Context: an optimization exercise on an open-source flow, tuned for small area and a short achievable clock period. The choices shown serve that exercise and are no tape-out recipe. The RTL was checked by simulation tests, not by an equivalence proof against the original design.

==> flow/design.v (outline; a module is shown in full before it is edited, if it fits) <==
// module sprite_addr_gen: 2358 lines
module sprite_addr_gen #(
  parameter  int N_SPRITES = 4,
  parameter  int COORD_W   = 10,
  parameter  int ADDR_W    = 20,
  parameter  int FRAME_W   = 4,
  parameter  int ANIM_DIV  = 8,
  localparam int ID_W      = (N_SPRITES > 1) ? $clog2(N_SPRITES) : 1
) (
  input  logic                           frame_Clk,
  input  logic                           Reset,
  input  logic [COORD_W-1:0]             DrawX,
  input  logic [COORD_W-1:0]             DrawY,
  input  logic                           vsync_tick,
  input  logic [N_SPRITES-1:0]           anim_enable,
  input  logic [N_SPRITES-1:0]           anim_restart,
  input  logic [N_SPRITES-1:0]           sprite_flip,
  input  logic [N_SPRITES*COORD_W-1:0]   sprite_X,
  input  logic [N_SPRITES*COORD_W-1:0]   sprite_Y,
  input  logic [N_SPRITES*COORD_W-1:0]   sprite_W,
  input  logic [N_SPRITES*COORD_W-1:0]   sprite_H,
  input  logic [N_SPRITES*ADDR_W-1:0]    base_addr,
  input  logic [N_SPRITES*FRAME_W-1:0]   frame_count,
  output logic                           sprite_on,
  output logic [ID_W-1:0]                sprite_id,
  output logic [ADDR_W-1:0]              spriteAddress,
  output logic [N_SPRITES*FRAME_W-1:0]   frame_idx
);
  // ...
==> flow/flow/run.sh <==
#!/bin/bash
# Standard ORFS layout (the standard.sh, standard synthesis unchanged), except that the
# port buffers that placement inserts on every input and output use sky130_fd_sc_hd__buf_1
# instead of the tool's default pick (clkdlybuf4s50_1, a slow delay cell).
# Each make step's full output goes to its own log in this folder; ORFS's per-step logs stay
# under orfs/logs/.
set -euo pipefail
bash standard.sh synth > synth.log 2>&1
bash standard.sh BUFFER_PORTS_ARGS="-buffer_cell sky130_fd_sc_hd__buf_1" finish > layout.log 2>&1
==> flow/standard.sh <==
#!/bin/bash
# synth_recipe.tcl (not shown) runs the flow's synth.tcl, then flattens the netlist and writes it again
# the make line also repeats each setting of config.mk as NAME=value (left out here)
make -C /OpenROAD-flow-scripts/flow DESIGN_CONFIG=/design/flow/config.mk WORK_HOME=/design/flow/orfs CLKGATE_MAP_FILE= SYNTH_SCRIPT=/design/flow/synth_recipe.tcl "${@:-finish}"
==> flow/config.mk <==
export PLATFORM = sky130hd
export DESIGN_NAME = sprite_addr_gen
export DESIGN_NICKNAME = sprite_addr_gen
export VERILOG_FILES = /design/flow/design.v
export SDC_FILE = /design/flow/constraint.sdc
export NUM_CORES = 4
export LEC_CHECK = 0
export ABC_AREA = 1
export CAP_MARGIN = 5
export CORE_MARGIN = 2
export CORE_UTILIZATION = 40
export SETUP_SLACK_MARGIN = 2
export SLEW_MARGIN = 5
export TNS_END_PERCENT = 10
==> flow/constraint.sdc <==
create_clock -name core_clock -period 12.0 [get_ports {frame_Clk}]
set_input_delay 2.4000 -clock core_clock [delete_from_list [all_inputs] [get_ports {frame_Clk}]]
set_output_delay 2.4000 -clock core_clock [all_outputs]
set_load 0.01 [all_outputs]
==> out/qor.txt, run 1 <==
SYNTH
------------------------------------------------------------------------------------------
Adder-cell share of the synthesized area ....................................       0.3447
FFs w/ async S/R, synth .....................................................            0
Number of cells produced by synthesis .......................................         2021
Area share of the largest cell type after synthesis .........................       0.2838
Yosys warning count .........................................................            1

SETUP PATH
------------------------------------------------------------------------------------------
Type of the worst setup path ................................................ input port to flip-flop
Setup crit end .............................................................. spriteAddress[19]$_SDFFE_PP0P_
Critical path capture point type ............................................    flip-flop
Reg-to-reg setup timing slack ...............................................      4.71 ns
Critical-path cell with the highest stage delay ............................. sky130_fd_sc_hd__fa_2

PLACED DESIGN
------------------------------------------------------------------------------------------
Instance count after placement with tap cells included ......................         2789
Port Buf Inserts ............................................................          329

FINAL LAYOUT
------------------------------------------------------------------------------------------
Total of clock buffers placed in the layout .................................            5
Fraction of area in clock buffers and inverters .............................     0.009516
Non-filler instance count after layout ......................................         2891
Ant. Diodes .................................................................            1
Share of the final layout cell area in multi-input gates ....................       0.6908
Area occupied by registers ..................................................  840.8 sq um

STA
------------------------------------------------------------------------------------------
Post-route minimum period ...................................................     10.77 ns
Highest achievable clock rate ...............................................    92.82 MHz
Relative max-transition margin ..............................................       0.1907

GLOBAL ROUTING
------------------------------------------------------------------------------------------
Fraction of met3 tracks used by global routing ..............................      0.02668

FLOW RUN
------------------------------------------------------------------------------------------
Number of max-capacitance violations reported ...............................            0

CLOCK TREE
------------------------------------------------------------------------------------------
Total of cells resized after clock tree synthesis ...........................          129
Number of buffers on the longest clock path .................................            2
Clock root buffer master .................................................... sky130_fd_sc_hd__clkbuf_16
Maximum level of the CTS H-tree .............................................            2
Clock edge transition at the registers on the reported setup and hold paths .      0.06 ns

FLOORPLAN
------------------------------------------------------------------------------------------
Chip Height ................................................................. 190.9 microns

RUN STATUS
------------------------------------------------------------------------------------------
Result of the run ........................................................... finished clean

==> run 2: changes to the inputs <==
==> flow/flow/run.sh (replaced) <==
#!/bin/bash
# Standard ORFS layout (the standard.sh, standard synthesis unchanged), except that:
#  - the port buffers that placement inserts on every input and output use
#    sky130_fd_sc_hd__buf_1 instead of the tool's default pick (clkdlybuf4s50_1);
#  - after global routing, ORFS's power-recovery step (repair_timing -recover_power)
#    downsizes gates off the critical paths.
# Each make step's full output goes to its own log in this folder; ORFS's per-step logs
# stay under orfs/logs/.
set -euo pipefail
bash standard.sh synth > synth.log 2>&1
bash standard.sh BUFFER_PORTS_ARGS="-buffer_cell sky130_fd_sc_hd__buf_1" RECOVER_POWER=100 finish > layout.log 2>&1
--- a/flow/config.mk
+++ b/flow/config.mk
@@ -6,9 +6,9 @@
 export NUM_CORES = 4
 export LEC_CHECK = 0
 export ABC_AREA = 1
-export CAP_MARGIN = 5
+export CAP_MARGIN = 20
 export CORE_MARGIN = 2
 export CORE_UTILIZATION = 40
 export SETUP_SLACK_MARGIN = 2
-export SLEW_MARGIN = 5
+export SLEW_MARGIN = 20
 export TNS_END_PERCENT = 10
==> run 2 against run 1 <==
Compared with the run above: critical path type unchanged; critical path depth increased by 3; worst setup slack got worse by 0.38 ns; count of clock-buffer cells in the layout unchanged.
==> out/qor.txt, run 2 <==
FLOORPLAN
------------------------------------------------------------------------------------------
Std-Cell Core Area ..........................................................  34460 sq um
Starting density of the core ................................................       0.4054
Horiz. Die Dim .............................................................. 190.9 microns
I/O pin total ...............................................................          330
Chip Height ................................................................. 190.9 microns   unchanged
Die footprint ...............................................................  36430 sq um
Number of rows in the core area .............................................           68

STA
------------------------------------------------------------------------------------------
Highest achievable clock rate ...............................................    89.67 MHz   -3.4%
Unrepaired setup endpoints after global routing .............................          yes
Setup total negative slack ..................................................         0 ns
Relative max-transition margin ..............................................       0.5155   +0.3248
Post-route minimum period ...................................................     11.15 ns   +0.3774 ns
WHS .........................................................................    0.4805 ns
Final setup violation count .................................................            0
Count of endpoints failing hold in the final timing report ..................            0
Slew Viols, Final ...........................................................            0
Worst-Margin Slew ...........................................................    0.7268 ns
Layout Skew .................................................................  0.006840 ns
Final cycle utilization of the critical path ................................       0.9293

FINAL LAYOUT
------------------------------------------------------------------------------------------
NumNets Final ...............................................................         2968
Commonest cells after routing, fill and taps aside .......................... sky130_fd_sc_hd__nand2_1, sky130_fd_sc_hd__inv_1, sky130_fd_sc_hd__buf_1
Number of flip-flops in the largest register ................................           20
Leading cell type in the layout, fill and taps excluded ..................... sky130_fd_sc_hd__nand2_1
Biggest registers after layout .............................................. spriteAddress x20, frame_q x16, div_cnt x3
Proportion of layout cells with a drive suffix above 1 ......................       0.1323
Area growth, synth to finish ................................................       24.63%
Non-filler instance count after layout ......................................         2868   -0.80%
Register name with the most flops ........................................... spriteAddress

GLOBAL ROUTING
------------------------------------------------------------------------------------------
Global router's overall resource usage ......................................       0.3012
Largest net degree at the start of global routing ...........................           30
Number of antenna violations at the first check in global routing ...........            1
Overall overflow remaining after global route ...............................            0
Global-route wire length before repair ...................................... 83360 microns
Number of global-route vias before repair ...................................        15310

SYNTH
------------------------------------------------------------------------------------------
Post-synth top area cell .................................................... sky130_fd_sc_hd__fa_1
Top post-synthesis cells by count ........................................... sky130_fd_sc_hd__nand2_1, sky130_fd_sc_hd__inv_1, sky130_fd_sc_hd__fa_1
Most area-consuming cells after synthesis ................................... sky130_fd_sc_hd__fa_1, sky130_fd_sc_hd__nand2_1, sky130_fd_sc_hd__inv_1
Flops & latches, synth ......................................................           42
FFs w/ async S/R, synth .....................................................            0   unchanged
Library cell with the highest instance count after synthesis ................ sky130_fd_sc_hd__nand2_1
Count of flip-flops with a built-in enable after synthesis ..................            0
Sequential fraction of the synthesis area ...................................      0.06019
Netlist area before placement ...............................................  13970 sq um
Count of different cell masters after synthesis .............................           57
Number of cells produced by synthesis .......................................         2021   unchanged
Area share of the largest cell type after synthesis .........................       0.2838   unchanged
Mean post-synth cell area ...................................................  6.912 sq um
Yosys warning count .........................................................            1   unchanged
Main flop type after synthesis .............................................. sky130_fd_sc_hd__dfxtp_1
Synthesized net count .......................................................         2578

CLOCK TREE
------------------------------------------------------------------------------------------
Clock root buffer master .................................................... sky130_fd_sc_hd__clkbuf_16
Worst skew pair latency .....................................................      0.29 ns
TritonCTS clock tree ........................................................          yes
Cts bufs inserted ...........................................................            5
Sink Count ..................................................................           42
Number of buffers on the longest clock path .................................            2   unchanged
Post-CTS Hold Buffers .......................................................            0
Clock edge transition at the registers on the reported setup and hold paths .      0.06 ns   about the same
Maximum level of the CTS H-tree .............................................            2   unchanged

DETAILED ROUTING
------------------------------------------------------------------------------------------
Routed wire length on met2 .................................................. 26050 microns
Residual DRC ................................................................            0
Detail-routed net length per standard cell .................................. 19.16 microns
Vias post-DR ................................................................        15390
Wire length after detailed routing .......................................... 54960 microns
Number of DRC violations after detailed-routing iteration 0 .................          961
Post-route ant nets .........................................................            0
Highest routed layer ........................................................         met5
Via-to-Cell Ratio ...........................................................        5.368
Detailed-routing wirelength on met1 ......................................... 21620 microns
First drt pass iteration count ..............................................            6
Routed wire length on met3 .................................................. 4406 microns

PLACED DESIGN
------------------------------------------------------------------------------------------
Instance count after placement with tap cells included ......................         2790   +0.036%
Detailed Place HPWL ......................................................... 45610 microns
Gp weighted congestion ......................................................       0.9439
Port Buf Inserts ............................................................          329   unchanged

SETUP PATH
------------------------------------------------------------------------------------------
Worst path required time ....................................................     12.17 ns
Critical path buffers and inverters .........................................           11
Critical path capture point type ............................................    flip-flop
Type of the worst setup path ................................................ input port to flip-flop
CP most frequent cell ....................................................... sky130_fd_sc_hd__fa_1
Critical-path cell with the highest stage delay ............................. sky130_fd_sc_hd__fa_1
Arrival time at the worst endpoint ..........................................     11.33 ns
Critical path launch point type .............................................   input port
Top fanout value on the critical path .......................................           19
Stage delay of the slowest cell on the critical path ........................      0.49 ns
CP top delay family .........................................................  adder cells
Reg-to-reg setup timing slack ...............................................      4.76 ns   +0.05 ns

RUN STATUS
------------------------------------------------------------------------------------------
Result of the run ........................................................... finished clean

FLOW RUN
------------------------------------------------------------------------------------------
Number of max-capacitance violations reported ...............................            0   unchanged

MIN PATH
------------------------------------------------------------------------------------------
Hold WC Path Type ........................................................... flip-flop to flip-flop

-- run 2: cell counts after synthesis --
Identical to the previous run, type by type.
-- run 2: metal layers --
metal / vias up / GRT usage
li1: 7274 / -
met1: 7241 / 0.3659
met2: 725 / 0.5242
met3: 152 / 0.04104
met4: 2 / 0.1437
met5: - / 0
-- run 2: path summary, 6_finish.rpt --
kind,from,cells after the start,to
setup / recovery,DrawX[4],43,spriteAddress[14]$_SDFFE_PP0P_
hold / removal,div_cnt[2]$_SDFFE_PP0P_,2,div_cnt[2]$_SDFFE_PP0P_
setup reg to reg,frame_q[0]$_SDFFE_PP0P_,38,spriteAddress[19]$_SDFFE_PP0P_
hold reg to reg,div_cnt[2]$_SDFFE_PP0P_,2,div_cnt[2]$_SDFFE_PP0P_
-- run 2: cell families (layout without fill, tap and decap cells) --
kind of cell	after synthesis	count (layout)	synth area share
simple gates	807	807	0.2435
flops	42	42	0.06019
fa+ha+maj	266	266	0.3447
other cells	0	1	0
xor+xnor	83	83	0.05204
buf+inv	415	806	0.1144
compound gates	406	406	0.1820
mux	2	2	0.003224
-- run 2: cell type report --
| cell class | instances | area [sq um] |
|---|---|---|
| Inverter | 363 | 1451 |
| Timing Repair Buffer | 433 | 2260 |
| Clock buffer | 5 | 125.1 |
| Clock inverter | 3 | 23.77 |
| Sequential cell | 42 | 840.8 |
| Fill cell | 3571 | 17050 |
| Timing Repair inverter | 2 | 20.02 |
| Tap cell | 455 | 569.3 |
| Multi-Input combinational cell | 1564 | 12120 |
| Antenna cell | 1 | 2.502 |
-- run 2: through the flow --
stage | cell area, sq um | setup slack, ns | utilization
CTS | 17210 | 1.325 | 0.4995
detailed placement | 16130 | 0.3623 | 0.4682
floorplan | 14330 | 1.543 | -
global route | 17410 | 0.3462 | 0.5052
finish | 17410 | 0.8486 | 0.5052
global placement | 16120 | 0.4532 | 0.4678
-- run 2: timing repair --
action / CTS / global route
resized for setup: 107 / 28
cloned: 5 / 1
pin swaps: 50 / 24
endpoints found under the setup margin: 12 / 12
setup buffers: 47 / 16
-- run 2: worst min-delay path, cell delays in order, from the launching register on --
cell	delay [ns]
sky130_fd_sc_hd__dfxtp_1	0.31
sky130_fd_sc_hd__nand2_1	0.06
sky130_fd_sc_hd__a21oi_1	0.06
==> run 3: changes to the inputs <==
==> flow/flow/run.sh (replaced) <==
#!/bin/bash
# Layout flow: the standard.sh with two changes.
#  1. After the standard synthesis, flow/faflip.py removes inverters around full-adder
#     cells by flipping adder polarity (a full adder is self-dual), then the synthesis
#     database is rebuilt from that netlist. Registers and their names are untouched.
#  2. The port buffers placement inserts on every input and output are
#     sky130_fd_sc_hd__buf_1 instead of the tool's default pick (clkdlybuf4s50_1).
# Each step's full output goes to its own log in this folder; ORFS's per-step logs stay
# under orfs/logs/.
set -euo pipefail
R=orfs/results/${FLOW_PLATFORM}/sprite_addr_gen/base
bash standard.sh synth > synth.log 2>&1
cp $R/1_2_yosys.v 1_2_yosys.standard.v
python3 flow/faflip.py 1_2_yosys.standard.v $R/1_2_yosys.v > faflip.log 2>&1
rm -f $R/1_synth.odb $R/1_synth.sdc
bash standard.sh synth > synth_odb.log 2>&1
bash standard.sh BUFFER_PORTS_ARGS="-buffer_cell sky130_fd_sc_hd__buf_1" finish > layout.log 2>&1
==> flow/flow/faflip.py (new file) <==
#!/usr/bin/env python3
"""Remove inverters around full-adder cells by flipping adder polarity.

A full adder is self-dual: FA(~a, ~b, ~c) = (~sum, ~cout). Flipping an adder cell
means feeding it the complement of each input and complementing each output; where
an input already comes through an inverter, or an output already feeds inverters,
those inverters drop out. Adders are flipped greedily while the inverter count falls.

usage: faflip.py IN.v OUT.v   (a flat gate-level netlist as Yosys writes it)
"""
import re
import sys
from collections import defaultdict

INV = re.compile(r'sky130_fd_sc_hd__(inv|clkinv)_\d+$')
FA = re.compile(r'sky130_fd_sc_hd__fa_\d+$')
OUTPINS = {'X', 'Y', 'Q', 'Q_N', 'SUM', 'COUT', 'HI', 'LO'}


def parse(text):
    m = re.search(r'\bmodule\s+(\w+)\s*\((.*?)\);(.*)\bendmodule', text, re.S)
    name, ports, body = m.group(1), m.group(2), m.group(3)
    stmts = [s.strip() for s in body.split(';')]
    decls, assigns, cells = [], [], []
    for s in stmts:
        if not s:
            continue
        if re.match(r'(input|output|inout|wire)\b', s):
            decls.append(s)
        elif s.startswith('assign'):
            assigns.append(s)
        else:
            c = re.match(r'(\S+)\s+(\S+)\s*\((.*)\)\s*$', s, re.S)
            if not c:
                raise SystemExit('cannot parse: ' + s[:80])
            pins = {p: n.strip() for p, n in re.findall(r'\.(\w+)\(([^()]*)\)', c.group(3))}
            cells.append([c.group(1), c.group(2), pins])
    return name, ports, decls, assigns, cells


def main():
    src, dst = sys.argv[1], sys.argv[2]
    name, ports, decls, assigns, cells = parse(open(src).read())
    fixed = set()
    for d in decls:
        if re.match(r'(input|output|inout)\b', d):
            for nm in re.findall(r'(\w+)\s*$', d):
                fixed.add(nm)
    for a in assigns:
        for tok in re.findall(r'[\\\w$.\[\]]+', a[len('assign'):]):
            fixed.add(tok)

    def base(n):
        return n.split('[')[0].strip()

    def is_fixed(n):
        return n in fixed or base(n) in fixed or n.startswith("1'b")

    nid = [0]

    def newnet():
        nid[0] += 1
        return f'faflip_n{nid[0]}'

    live = {}  # cell name -> cell
    for c in cells:
        live[c[1]] = c
    drv = {}
    loads = defaultdict(set)  # net -> set of (cellname, pin)

    def index():
        drv.clear()
        loads.clear()
        for cn, (t, _, pins) in live.items():
            for p, n in pins.items():
                if p in OUTPINS:
                    drv[n] = cn
                else:
                    loads[n].add((cn, p))

    index()
    inv_type = next((c[0] for c in cells if INV.match(c[0])), 'sky130_fd_sc_hd__inv_1')
    ninv0 = sum(1 for c in live.values() if INV.match(c[0]))
    new_wires = []

    def inv_of(net):
        """an existing inverter whose input is net"""
        for cn, p in loads.get(net, ()):
            if INV.match(live[cn][0]) and p == 'A':
                return cn
        return None

    def delta(fa):
        """change in inverter count if fa is flipped (estimate)"""
        t, _, pins = live[fa]
        d = 0
        for p in ('A', 'B', 'CIN'):
            n = pins[p]
            dc = drv.get(n)
            if dc and INV.match(live[dc][0]):
                # bypass; the inverter dies if fa was its only load (counting other pins of fa)
                others = [x for x in loads[n] if x[0] != fa]
                if not others:
                    d -= 1
            else:
                if not inv_of(n):
                    d += 1
        for p in ('SUM', 'COUT'):
            o = pins[p]
            ls = loads.get(o, set())
            invs = [cn for cn, q in ls if INV.match(live[cn][0])]
            non = [x for x in ls if not INV.match(live[x[0]][0])]
            d -= len(invs)
            if non or is_fixed(o):
                d += 1
        return d

    def flip(fa):
        t, _, pins = live[fa]
        for p in ('A', 'B', 'CIN'):
            n = pins[p]
            dc = drv.get(n)
            if dc and INV.match(live[dc][0]):
                src_ = live[dc][2]['A']
                pins[p] = src_
                loads[n].discard((fa, p))
                loads[src_].add((fa, p))
                if not loads[n] and not is_fixed(n):
                    # inverter now unused
                    del live[dc]
                    loads[src_].discard((dc, 'A'))
                    del drv[n]
            else:
                ic = inv_of(n)
                if ic:
                    nn = live[ic][2]['Y']
                else:
                    nn = newnet()
                    new_wires.append(nn)
                    ic = f'faflip_i{nid[0]}'
                    live[ic] = [inv_type, ic, {'A': n, 'Y': nn}]
                    loads[n].add((ic, 'A'))
                    drv[nn] = ic
                loads[n].discard((fa, p))
                pins[p] = nn
                loads[nn].add((fa, p))
        for p in ('SUM', 'COUT'):
            o = pins[p]
            ls = list(loads.get(o, set()))
            on = newnet()
            new_wires.append(on)
            pins[p] = on
            drv[on] = fa
            del drv[o]
            invs = [cn for cn, q in ls if INV.match(live[cn][0])]
            non = [x for x in ls if not INV.match(live[x[0]][0])]
            for ic in invs:
                y = live[ic][2]['Y']
                if is_fixed(y):
                    # keep the inverter's output net: drive it with a buffer-free rename is not
                    # possible, so keep the inverter chain (double inversion) -- rare
                    live[ic][2]['A'] = on
                    loads[o].discard((ic, 'A'))
                    loads[on].add((ic, 'A'))
                    # ic now outputs ~on = o (wrong polarity for y): fix with another inverter
                    y2 = newnet(); new_wires.append(y2)
                    live[ic][2]['Y'] = y2
                    del drv[y]
                    drv[y2] = ic
                    jc = f'faflip_i{nid[0]}'
                    live[jc] = [inv_type, jc, {'A': y2, 'Y': y}]
                    drv[y] = jc
                    loads[y2].add((jc, 'A'))
                    continue
                # loads of y see ~o = on: move them to on
                for x in list(loads.get(y, ())):
                    c2 = live[x[0]]
                    c2[2][x[1]] = on
                    loads[on].add(x)
                loads.pop(y, None)
                del drv[y]
                del live[ic]
                loads[o].discard((ic, 'A'))
            if non or is_fixed(o):
                ic = f'faflip_i{nid[0]}o{p}'
                live[ic] = [inv_type, ic, {'A': on, 'Y': o}]
                drv[o] = ic
                loads[on].add((ic, 'A'))

    changed = True
    rounds = 0
    while changed and rounds < 20:
        changed = False
        rounds += 1
        for cn in list(live):
            if cn in live and FA.match(live[cn][0]) and delta(cn) < 0:
                flip(cn)
                changed = True
    ninv1 = sum(1 for c in live.values() if INV.match(c[0]))
    out = [f'module {name}({ports});']
    for d in decls:
        out.append(f'  {d} ;')
    for w in new_wires:
        out.append(f'  wire {w};')
    for a in assigns:
        out.append(f'  {a} ;')
    for cn, (t, nm, pins) in live.items():
        pl = ', '.join(f'.{p}({n} )' for p, n in pins.items())
        out.append(f'  {t} {nm} ({pl});')
    out.append('endmodule')
    open(dst, 'w').write('\n'.join(out) + '\n')
    print(f'faflip: inverters {ninv0} -> {ninv1}, rounds {rounds}', file=sys.stderr)


if __name__ == '__main__':
    main()
==> run 3 against run 2 <==
Compared with the run above: worst setup slack better by 0.39 ns; highest routed layer is now met4; count of clock-buffer cells in the layout up 1; critical path type unchanged; cell area increased by 1.4%; critical endpoint is now spriteAddress[19]$_SDFFE_PP0P_; clock skew is essentially flat.
==> out/qor.txt, run 3 <==
FLOORPLAN
------------------------------------------------------------------------------------------
Std-Cell Core Area ..........................................................  33700 sq um   -2.2%
Horiz. Die Dim .............................................................. 189.3 microns   -0.85%
Number of rows in the core area .............................................           67   -1.5%
Die footprint ...............................................................  35820 sq um   -1.7%
I/O pin total ...............................................................          330   unchanged
Chip Height ................................................................. 189.3 microns   -0.85%
Starting density of the core ................................................       0.4074   +0.001992

SETUP PATH
------------------------------------------------------------------------------------------
Arrival time at the worst endpoint ..........................................     10.96 ns   -0.37 ns
Launching instance or port of the critical path .............................     DrawY[4]
Setup crit end .............................................................. spriteAddress[19]$_SDFFE_PP0P_
Worst path required time ....................................................     12.19 ns   +0.02 ns
Top fanout value on the critical path .......................................            7   -12
CP most frequent cell ....................................................... sky130_fd_sc_hd__nand2_1
Critical-path cell with the highest stage delay ............................. sky130_fd_sc_hd__fa_2
Stage delay of the slowest cell on the critical path ........................      0.60 ns   +0.11 ns
Critical path capture point type ............................................    flip-flop
Reg-to-reg setup timing slack ...............................................      4.70 ns   -0.06 ns
Launch point of the worst reg-to-reg path ................................... frame_q[8]$_SDFFE_PP0P_
R2r endpoint ................................................................ spriteAddress[19]$_SDFFE_PP0P_
R2r worst-path depth ........................................................           31   -18%
Type of the worst setup path ................................................ input port to flip-flop
Critical path launch point type .............................................   input port

FLOW RUN
------------------------------------------------------------------------------------------
Number of max-capacitance violations reported ...............................            0   unchanged

FINAL LAYOUT
------------------------------------------------------------------------------------------
NumNets Final ...............................................................         2923   -1.5%
Leading cell type in the layout, fill and taps excluded ..................... sky130_fd_sc_hd__nand2_1
Proportion of layout cells with a drive suffix above 1 ......................       0.1648   +0.03251
Area growth, synth to finish ................................................       28.61%
Ant. Diodes .................................................................            0   -1
Number of flip-flops in the largest register ................................           20   unchanged
Biggest registers after layout .............................................. spriteAddress x20, frame_q x16, div_cnt x3
Register name with the most flops ........................................... spriteAddress
Commonest cells after routing, fill and taps aside .......................... sky130_fd_sc_hd__nand2_1, sky130_fd_sc_hd__buf_1, sky130_fd_sc_hd__inv_1

GLOBAL ROUTING
------------------------------------------------------------------------------------------
Global router's overall resource usage ......................................       0.2841   -0.01709
Global-route wire length before repair ...................................... 80170 microns   -3.8%
Overall overflow remaining after global route ...............................            0   unchanged
Number of global-route vias before repair ...................................        14960   -2.3%
Largest net degree at the start of global routing ...........................           38   +27%
Number of antenna violations at the first check in global routing ...........            0   -1

STA
------------------------------------------------------------------------------------------
Unrepaired setup endpoints after global routing .............................          yes
Worst-Margin Slew ...........................................................     1.203 ns   +0.4763 ns
WHS .........................................................................    0.4703 ns   -0.01019 ns
Post-route minimum period ...................................................     10.77 ns   -0.3855 ns
Final cycle utilization of the critical path ................................       0.8972   -0.03213
Relative max-transition margin ..............................................       0.1979   -0.3175
Final setup violation count .................................................            0   unchanged
Count of endpoints failing hold in the final timing report ..................            0   unchanged
Slew Viols, Final ...........................................................            0   unchanged
Layout Skew .................................................................  0.007087 ns   +0.0002462 ns
Setup total negative slack ..................................................         0 ns   unchanged
Highest achievable clock rate ...............................................    92.89 MHz   +3.6%

SYNTH
------------------------------------------------------------------------------------------
Number of cells produced by synthesis .......................................         1957   -3.2%
Mean post-synth cell area ...................................................  7.015 sq um   +1.5%
Netlist area before placement ...............................................  13730 sq um   -1.7%
Synthesized net count .......................................................         2514   -2.5%
Yosys warning count .........................................................            1   unchanged

DETAILED ROUTING
------------------------------------------------------------------------------------------
Residual DRC ................................................................            0   unchanged
Wire length after detailed routing .......................................... 52340 microns   -4.8%
First drt pass iteration count ..............................................            5   -1
Number of DRC violations after detailed-routing iteration 0 .................          793   -17%
Via-to-Cell Ratio ...........................................................        5.350   -0.33%
Post-route ant nets .........................................................            0   unchanged
Vias post-DR ................................................................        15060   -2.2%
Detail-routed net length per standard cell .................................. 18.59 microns   -3.0%

CLOCK TREE
------------------------------------------------------------------------------------------
Maximum level of the CTS H-tree .............................................            2   unchanged
TritonCTS clock tree ........................................................          yes
Sink Count ..................................................................           42   unchanged
Clock edge transition at the registers on the reported setup and hold paths .      0.06 ns   about the same
Clock root buffer master .................................................... sky130_fd_sc_hd__clkbuf_16
Number of buffers on the longest clock path .................................            2   unchanged
Worst skew pair latency .....................................................      0.29 ns   about the same
Cts bufs inserted ...........................................................            5   unchanged

RUN STATUS
------------------------------------------------------------------------------------------
Result of the run ........................................................... finished clean

PLACED DESIGN
------------------------------------------------------------------------------------------
Port Buf Inserts ............................................................          329   unchanged
Gp weighted congestion ......................................................       0.9332   -1.1%
Detailed Place HPWL ......................................................... 43010 microns   -5.7%

MIN PATH
------------------------------------------------------------------------------------------
Hold WC Path Type ........................................................... flip-flop to flip-flop

==> run 3: layout make-up <==
class | count | area, sq um
Sequential cell | 42 | 840.8
Clock inverter | 2 | 13.76
Fill cell | 3428 | 16040
Timing Repair Buffer | 453 | 2459
Inverter | 299 | 1231
Multi-Input combinational cell | 1565 | 12420
Tap cell | 448 | 560.5
Clock buffer | 6 | 128.9
==> run 3: per-layer routing <==
layer,routed length (microns),track usage,share of wire,vias up
met2,25480,0.5103,0.49,579
met1,22080,0.3684,0.42,7171
met3,2937,0.01816,0.056,104
met5,0,0,0,-
li1,-,-,-,7205
met4,1842,0.07961,0.035,0
==> run 3: worst max-delay path, delay by kind of cell <==
family                   cells  cell delay, ns
adder cells (fa/ha/maj)     11            4.75
buffers and inverters        9            0.90
AO/OA/AOI/OAI                4            0.58
AND/OR/NAND/NOR             19            2.31
==> run 3: how the worst min path moves through the flow <==
stage,from,end,slack (ns),depth (start not counted)
after floorplan,div_cnt[0]$_SDFFE_PP0P_,div_cnt[0]$_SDFFE_PP0P_,0.45,1
after CTS,div_cnt[0]$_SDFFE_PP0P_,div_cnt[0]$_SDFFE_PP0P_,0.48,1
after detailed placement,div_cnt[2]$_SDFFE_PP0P_,div_cnt[2]$_SDFFE_PP0P_,0.47,2
final,div_cnt[0]$_SDFFE_PP0P_,div_cnt[0]$_SDFFE_PP0P_,0.47,1
after global placement,div_cnt[2]$_SDFFE_PP0P_,div_cnt[2]$_SDFFE_PP0P_,0.46,2
after global routing,div_cnt[0]$_SDFFE_PP0P_,div_cnt[0]$_SDFFE_PP0P_,0.49,1
==> run 3: repair_timing <==
action / 4_1_cts / 5_1_grt
cloned: 3 / 2
pin swaps: 42 / 93
buffers inserted: 43 / 29
endpoints found under the setup margin: 12 / 13
hold buffers: 0 / 0
resized for setup: 114 / 127
==> run 3: per-stage QoR <==
step                setup WS [ns]  std cells  area, sq um  utilization
finish                      1.234       2815        17660       0.5239
global route               0.7850       2815        17660       0.5239
CTS                         1.156       2784        16900       0.5015
detailed placement         0.2829       2730        15960       0.4735
global placement           0.3342       2730        15960       0.4735
floorplan                   1.420       1957        14070            -

-- what the ideal ports hide --
Ports are ideal in the flow. The routed layouts listed here were re-timed in OpenROAD. Step 1 assumes that a clkbuf_16 drives the clock port and a buf_2 every other input. Step 2 adds t to the input delays and takes it off the output delays; t is the mean of the earliest and latest rising clock arrival at the registers after step 1. Input paths then give back, and output paths get back, about the clock's delay inside the block. Three values: ideal ports, drivers, drivers and shift; two values: the first two.
run	t (ns)	slack for setup (ns)	worst setup path after step 2
run 1	0.316	1.226 / 1.240 / 0.924	input to register
run 2	0.320	0.849 / 0.863 / 0.544	input to register
run 3	0.309	1.234 / 1.235 / 0.925	input to register
After both steps setup and hold are still met in every run listed. For run 3, which loses most, drivers alone change the setup slack by +0.001 ns; drivers and shift together by -0.309 ns.
